Source: an optimization exercise on an open RTL-to-GDS flow (aim: small area). Production flows keep margins and buffers that such runs may drop.
Where RTL was checked, it was by simulation tests only, not by an equivalence proof against the original.
No activity file was given, so power comes from the tool's default toggle rates.

==> trial 64 <==
Design dual_wheel_incremental_pid_drive, start of the top module:
module dual_wheel_incremental_pid_drive #(
	parameter int TICK_BITS = dwpid_pkg::TICK_BITS
) (
	input  logic                        clk,
	input  logic                        arst_n,
	input  logic                        psel,
	input  logic                        penable,
	input  logic                        pwrite,
	input  logic [4:0]                  paddr,
	input  logic [31:0]                 pwdata,
	output logic [31:0]                 prdata,
	output logic                        pready,
	input  logic                        in_valid,
	output logic                        in_stall,
	input  logic [2:0]                  cmd,
	input  logic signed [15:0]          speed,
	input  logic signed [TICK_BITS-1:0] left_ticks,
	input  logic signed [TICK_BITS-1:0] right_ticks,
	output logic                        out_valid,
	input  logic                        out_stall,
	output logic [15:0]                 left_duty,
	output logic [1:0]                  left_dir,
	output logic [15:0]                 right_duty,
	output logic [1:0]                  right_dir,
	output logic signed [15:0]          left_speed,
	output logic signed [15:0]          right_speed,
	output logic signed [31:0]          left_odometry,
	output logic signed [31:0]          right_odometry
);
clock: 12.0 ns
lec_check: 0
abc_area: 1
cap_margin: 20
core_margin: 2
core_utilization: 40
slew_margin: 20
run.sh (not shown) runs the stock make flow with config.mk's settings and CLKGATE_MAP_FILE= SYNTH_SCRIPT=/design/flow/synth_recipe.tcl, a recipe that flattens the netlist after the stock synthesis.
==> inputs of build 29, as changes to trial 64 <==
--- a/flow/design.v
+++ b/flow/design.v
@@ -61,39 +61,54 @@
 	input  logic        n_bit,
 	input  logic        spd_bit,
 	input  logic        spd_min,
 	input  logic [15:0] ticks,
 	input  logic        tgtneg,
 	input  logic        run,
+	input  logic        fresh_od,
+	input  logic        fresh_pid,
+	input  logic        tseen,
 	output logic [15:0] duty,
 	output logic [1:0]  dir,
 	output logic [15:0] speed,
 	output logic [31:0] odometry
 );
 	logic [19:0] s_q;
 	logic [15:0] q_q;
 	logic [15:0] sp_q;
 	logic [31:0] od_q;
 	logic [22:0] acc_q;
 	logic [16:0] e1_q, e2_q;
 	logic [1:0]  dir_q;
-	logic tsign, qseen, oc, ovf, mseen, tseen, ec, e16;
-	logic ca, cu, cc, s1, s2, ct, accs, c_a, c_b, hi, lo, sf, fseen, qnz;
+	logic tsign_nz, seen, c1, ovf_hi, e16_lo;
+	logic ca, cu, cc, s1, s2, ct, accs, c_a, c_b, sf;
+	logic tsign, ovf, e16, hi, lo, qnz, qseen, mseen, fseen, oc, ec;
+	assign tsign = tsign_nz;
+	assign qnz   = tsign_nz;
+	assign ovf   = ovf_hi;
+	assign hi    = ovf_hi;
+	assign e16   = e16_lo;
+	assign lo    = e16_lo;
+	assign qseen = seen;
+	assign mseen = seen;
+	assign fseen = seen;
+	assign oc    = c1;
+	assign ec    = c1;
 	logic k_lt16;
 	assign k_lt16 = (k[5:4] == 2'b00);
 	logic        div;
 	logic        x, xneg;
 	logic [19:0] a_in, b_in, sum;
 	logic        cin;
 	logic        sneg;
 	assign div  = c_div1 | c_div2;
 	assign sneg = s_q[19];
 	logic eb, e1b, e2b, sa, su, sc;
 	assign eb  = q_q[0];
-	assign e1b = (k >= 6'd17) ? s1 : e1_q[0];
-	assign e2b = (k >= 6'd17) ? s2 : e2_q[0];
+	assign e1b = (k >= 6'd17) ? s1 : (e1_q[0] & ~fresh_pid);
+	assign e2b = (k >= 6'd17) ? s2 : (e2_q[0] & ~fresh_pid);
 	assign sa  = eb ^ ~e1b ^ ca;
 	assign su  = e1b ^ ~e2b ^ cu;
 	assign sc  = sa ^ ~su ^ cc;
 	always_comb begin
 		x = 1'b0;
 		xneg = 1'b0;
@@ -117,13 +132,15 @@
 	end
 	assign sum = a_in + b_in + {19'd0, cin};
 	logic od_en, dsrc, db, od_s;
 	assign od_en = c_neg | (c_mul1 & k_lt16);
 	assign dsrc  = c_neg ? q_q[0] : tsign;
 	assign db    = LEFT ? ~dsrc : dsrc;
-	assign od_s  = od_q[0] ^ db ^ oc;
+	logic od0;
+	assign od0   = od_q[0] & ~fresh_od;
+	assign od_s  = od0 ^ db ^ oc;
 	logic negbit;
 	assign negbit = tsign ? (q_q[0] ^ qseen) : q_q[0];
 	logic dneg, v, m, t, eraw, eclip, ebit;
 	assign dneg  = LEFT ? ~tsign : tsign;
 	assign v     = ovf ? (k == 6'd15) : q_q[0];
 	assign m     = (k == 6'd16) ? sp_q[15] :
@@ -131,39 +148,32 @@
 	assign t     = tgtneg ? (spd_bit ^ tseen) : spd_bit;
 	assign eraw  = t ^ ~m ^ ec;
 	assign eclip = tgtneg & spd_min & dneg & ovf;
 	assign ebit  = eclip ? k_lt16 : eraw;
 	logic dd, accb, tb, za, zb;
 	assign dd   = sum[0];
-	assign accb = (k >= 6'd23) ? accs : acc_q[0];
+	assign accb = (k >= 6'd23) ? accs : (acc_q[0] & ~fresh_pid);
 	assign tb   = accb ^ dd ^ ct;
 	assign za   = p_bit ^ ~tb ^ c_a;
 	assign zb   = tb ^ p_bit ^ c_b;
 	logic f, g;
 	assign f = hi ? p_bit : lo ? n_bit : acc_q[0];
 	assign g = sf ? (f ^ fseen) : f;
 	function automatic logic maj(input logic a, input logic b, input logic c);
 		maj = (a & b) | (a & c) | (b & c);
 	endfunction
-	always_ff @(posedge clk or negedge arst_n) begin
-		if (!arst_n) begin
-			od_q  <= '0;
-			acc_q <= '0;
-			e1_q  <= '0;
-			e2_q  <= '0;
-		end else begin
-			if (od_en) od_q <= {od_s, od_q[31:1]};
-			if (c_pid && step) begin
-				if (k <= 6'd22) acc_q <= {tb, acc_q[22:1]};
-				if (k <= 6'd16) begin
-					e1_q <= {eb, e1_q[16:1]};
-					e2_q <= {e1_q[0], e2_q[16:1]};
-				end
+	always_ff @(posedge clk) begin
+		if (od_en) od_q <= {od_s, od_q[31:1]};
+		if (c_pid && step) begin
+			if (k <= 6'd22) acc_q <= {tb, acc_q[22:1]};
+			if (k <= 6'd16) begin
+				e1_q <= {eb, e1_q[16:1]};
+				e2_q <= {e1b, e2_q[16:1]};
 			end
-			if (c_clip) acc_q <= {f, acc_q[22:1]};
 		end
+		if (c_clip) acc_q <= {f, acc_q[22:1]};
 	end
 	always_ff @(posedge clk) begin
 		if (c_mul1 || c_mul2) s_q <= {sum[19], sum[19:1]};
 		else if (c_meas && k == 6'd16) s_q <= '0;
 		else if (c_pid) begin
 			if (step) s_q <= (k == 6'd40) ? 20'd0 : {sum[19], sum[19:1]};
@@ -179,31 +189,28 @@
 		else if (c_pid && step) q_q <= {e16, q_q[15:1]};
 		else if (c_clip) q_q <= {s_q[0], q_q[15:1]};
 		else if (div) q_q <= {q_q[14:0], ~sum[19]};
 		if (c_meas && k_lt16) sp_q <= {m, sp_q[15:1]};
 		if (c_done) dir_q <= (run && qnz) ? (sf ? 2'd2 : 2'd1) : 2'd0;
 		if (c_load) begin
-			tsign <= ticks[15];
-			qseen <= 1'b0;
-			oc    <= LEFT;
-			qnz   <= 1'b0;
+			tsign_nz <= ticks[15];
+			seen     <= 1'b0;
+			c1       <= LEFT;
 		end
-		if (c_neg) qseen <= qseen | q_q[0];
-		if (od_en) oc <= maj(od_q[0], db, oc);
+		if (c_neg) seen <= seen | q_q[0];
+		if (od_en) c1 <= maj(od0, db, oc);
 		if (c_mul1 && k == 6'd23) begin
-			ovf   <= |s_q;
-			mseen <= 1'b0;
-			tseen <= 1'b0;
-			ec    <= 1'b1;
+			ovf_hi <= |s_q;
+			seen   <= 1'b0;
+			c1     <= 1'b1;
 		end
 		if (c_meas) begin
-			mseen <= mseen | v;
-			tseen <= tseen | spd_bit;
-			ec    <= maj(t, ~m, ec);
+			seen <= seen | v;
+			c1   <= maj(t, ~m, ec);
 			if (k == 6'd16) begin
-				e16 <= ebit;
+				e16_lo <= ebit;
 				ca  <= 1'b1;
 				cu  <= 1'b1;
 				cc  <= 1'b1;
 				ct  <= 1'b0;
 				c_a <= 1'b1;
 				c_b <= 1'b0;
@@ -214,25 +221,26 @@
 			cu  <= maj(e1b, ~e2b, cu);
 			cc  <= maj(sa, ~su, cc);
 			ct  <= maj(accb, dd, ct);
 			c_a <= maj(p_bit, ~tb, c_a);
 			c_b <= maj(tb, p_bit, c_b);
 			if (k == 6'd16) begin
-				s1 <= e1_q[0];
-				s2 <= e2_q[0];
+				s1 <= e1b;
+				s2 <= e2b;
 			end
-			if (k == 6'd22) accs <= acc_q[0];
+			if (k == 6'd22) accs <= accb;
 			if (k == 6'd40) begin
-				hi    <= za;
-				lo    <= zb;
-				sf    <= za ? 1'b0 : zb ? 1'b1 : acc_q[22];
-				fseen <= 1'b0;
+				ovf_hi <= za;
+				e16_lo <= zb;
+				sf     <= za ? 1'b0 : zb ? 1'b1 : acc_q[22];
+				seen   <= 1'b0;
 			end
 		end
-		if (c_clip) fseen <= fseen | f;
-		if (c_div2) qnz <= qnz | ~sum[19];
+		if (c_clip) seen <= seen | f;
+		if (c_mul2) tsign_nz <= 1'b0;
+		if (c_div2) tsign_nz <= qnz | ~sum[19];
 	end
 	assign duty     = q_q;
 	assign dir      = dir_q;
 	assign speed    = sp_q;
 	assign odometry = od_q;
 endmodule
@@ -387,12 +395,26 @@
 		end else if ((ph_q == PH_PID || ph_q == PH_CLIP) && step) begin
 			dl    <= {dl[2:0], gbit};
 			pc    <= ptot[2:1];
 			nseen <= nseen | p_bit;
 		end
 	end
+	logic fresh_od, fresh_pid, tseen;
+	always_ff @(posedge clk or negedge arst_n) begin
+		if (!arst_n) begin
+			fresh_od  <= 1'b1;
+			fresh_pid <= 1'b1;
+		end else begin
+			if (ph_q == PH_MUL1 && k_q == 6'd15) fresh_od <= 1'b0;
+			if (ph_q == PH_PID && k_q == 6'd40 && step) fresh_pid <= 1'b0;
+		end
+	end
+	always_ff @(posedge clk) begin
+		if (ph_q == PH_MEAS) tseen <= tseen | spd_bit;
+		else tseen <= 1'b0;
+	end
 	logic spd_bit, spd_min;
 	assign spd_bit = speed[(k_q[4]) ? 4'd15 : k_q[3:0]];
 	assign spd_min = (speed == 16'sh8000);
 	logic ltn, rtn;
 	assign ltn = (cmd == dwpid_pkg::CMD_BACKWARD) || (cmd == dwpid_pkg::CMD_LEFT);
 	assign rtn = (cmd == dwpid_pkg::CMD_BACKWARD) || (cmd == dwpid_pkg::CMD_RIGHT);
@@ -407,16 +429,16 @@
 	assign c_mul2 = (ph_q == PH_MUL2);
 	assign c_div2 = (ph_q == PH_DIV2);
 	assign c_done = (ph_q == PH_DONE);
 	dwpid_lane #(.LEFT(1'b1)) u_left (
 		.clk, .arst_n, .c_load, .c_neg, .c_mul1, .c_meas, .c_pid, .c_clip, .c_div1, .c_mul2,
 		.c_div2, .c_done, .k(k_q), .sub(sub_q), .step, .last, .km, .p_bit, .n_bit, .spd_bit,
-		.spd_min, .ticks(left_ticks), .tgtneg(ltn), .run,
+		.spd_min, .ticks(left_ticks), .tgtneg(ltn), .run, .fresh_od, .fresh_pid, .tseen,
 		.duty(left_duty), .dir(left_dir), .speed(left_speed), .odometry(left_odometry)
 	);
 	dwpid_lane #(.LEFT(1'b0)) u_right (
 		.clk, .arst_n, .c_load, .c_neg, .c_mul1, .c_meas, .c_pid, .c_clip, .c_div1, .c_mul2,
 		.c_div2, .c_done, .k(k_q), .sub(sub_q), .step, .last, .km, .p_bit, .n_bit, .spd_bit,
-		.spd_min, .ticks(right_ticks), .tgtneg(rtn), .run,
+		.spd_min, .ticks(right_ticks), .tgtneg(rtn), .run, .fresh_od, .fresh_pid, .tseen,
 		.duty(right_duty), .dir(right_dir), .speed(right_speed), .odometry(right_odometry)
 	);
 endmodule
Settings changed: ABC_AREA 1 to unset.
==> inputs of build 59, as changes to trial 64 <==
Settings changed: ABC_AREA 1 to unset.
==> notes.md <==
quantity	build 59	trial 64	build 29
Share of the final layout cell area in multi-input gates	41.4%	38.1%	36.6%
Met2 track demand over resource	34.8%	35.6%	34.9%
Seq/total area	39.8%	39.9%	44.1%
WL met2	33200 µm	33800 µm	31200 µm
Xor and xnor fraction of the mapped netlist area	2.58%	1.49%	2.92%
All-layer global routing usage	22.0%	22.6%	22.1%
Total area of sequential cells	0.0119 mm²	0.0119 mm²	0.0124 mm²
Worst ir drop on vdd	179 µV	133 µV	186 µV
Setup Crit Path Kind	reg -> reg	in -> out	reg -> reg
Buf/Inv on CP	3	3	2
Fin util	48.2%	47.5%	48.6%
Endpoint required time on the critical path	12.35 ns	9.60 ns	12.34 ns
Area used by multi-input combinational logic	0.0123 mm²	0.0113 mm²	0.0103 mm²
Transition time at the pin with the least slew margin	1.16 ns	1.03 ns	1.08 ns
Compound-Gate Fraction of Synth Area	13.5%	17.0%	14.8%
Proportion of layout cells with a drive suffix above 1	17.9%	7.28%	12.1%
Worst reg2reg setup slack	3.97 ns	5.13 ns	4.10 ns
Final cycle utilization of the critical path	66.9%	61.8%	65.8%
Clk network pwr share	18.9%	19.2%	19.9%
Inverters	71	349	76
Number of cells produced by synthesis	2312	3111	2105
Number of synthesized flops with an enable pin	152	152	310
#FFs+latches synth	445	445	434
Total wire length	72200 µm	74300 µm	68100 µm
Non-clock buffering overhead	8.57%	8.38%	8.77%
Status	complete, no violations	complete, no violations	complete, no violations
Only the layout flow was run in build 29; the RTL was not checked for function there.

## what the ideal ports hide
No port has a modelled driver above. Below, the same layouts with a new extraction and two added sets of constraints. Step 1: set_driving_cell puts a clkbuf_16 on clk and a buf_2 on each other input, an assumption about the parent block. Step 2 moves the port delays by t, midway between the first and last clock arrival at a register: inputs arrive t later, outputs are due t later. That takes back most of the time a late clock gives input paths. Three values: ideal ports, drivers, drivers and shift; two values: the first two.
run	t (ns)	setup WS [ns]	worst hold slack (ns)	worst setup path at the end	latest minus earliest clock arrival (ns)
trial 64	0.665	4.586 / 4.561 / 4.561	0.444 / 0.444 / 0.444	input to output	0.037 / 0.037
build 29	0.663	4.104 / 4.104 / 4.104	0.375 / 0.375 / 0.375	register to register	0.054 / 0.054
build 59	0.647	3.967 / 3.967 / 3.967	0.444 / 0.444 / 0.444	register to register	0.022 / 0.022
After both steps every run listed still meets setup and hold. The setup slack of trial 64, which loses most, moves by -0.025 ns with the drivers and by -0.025 ns with both steps.
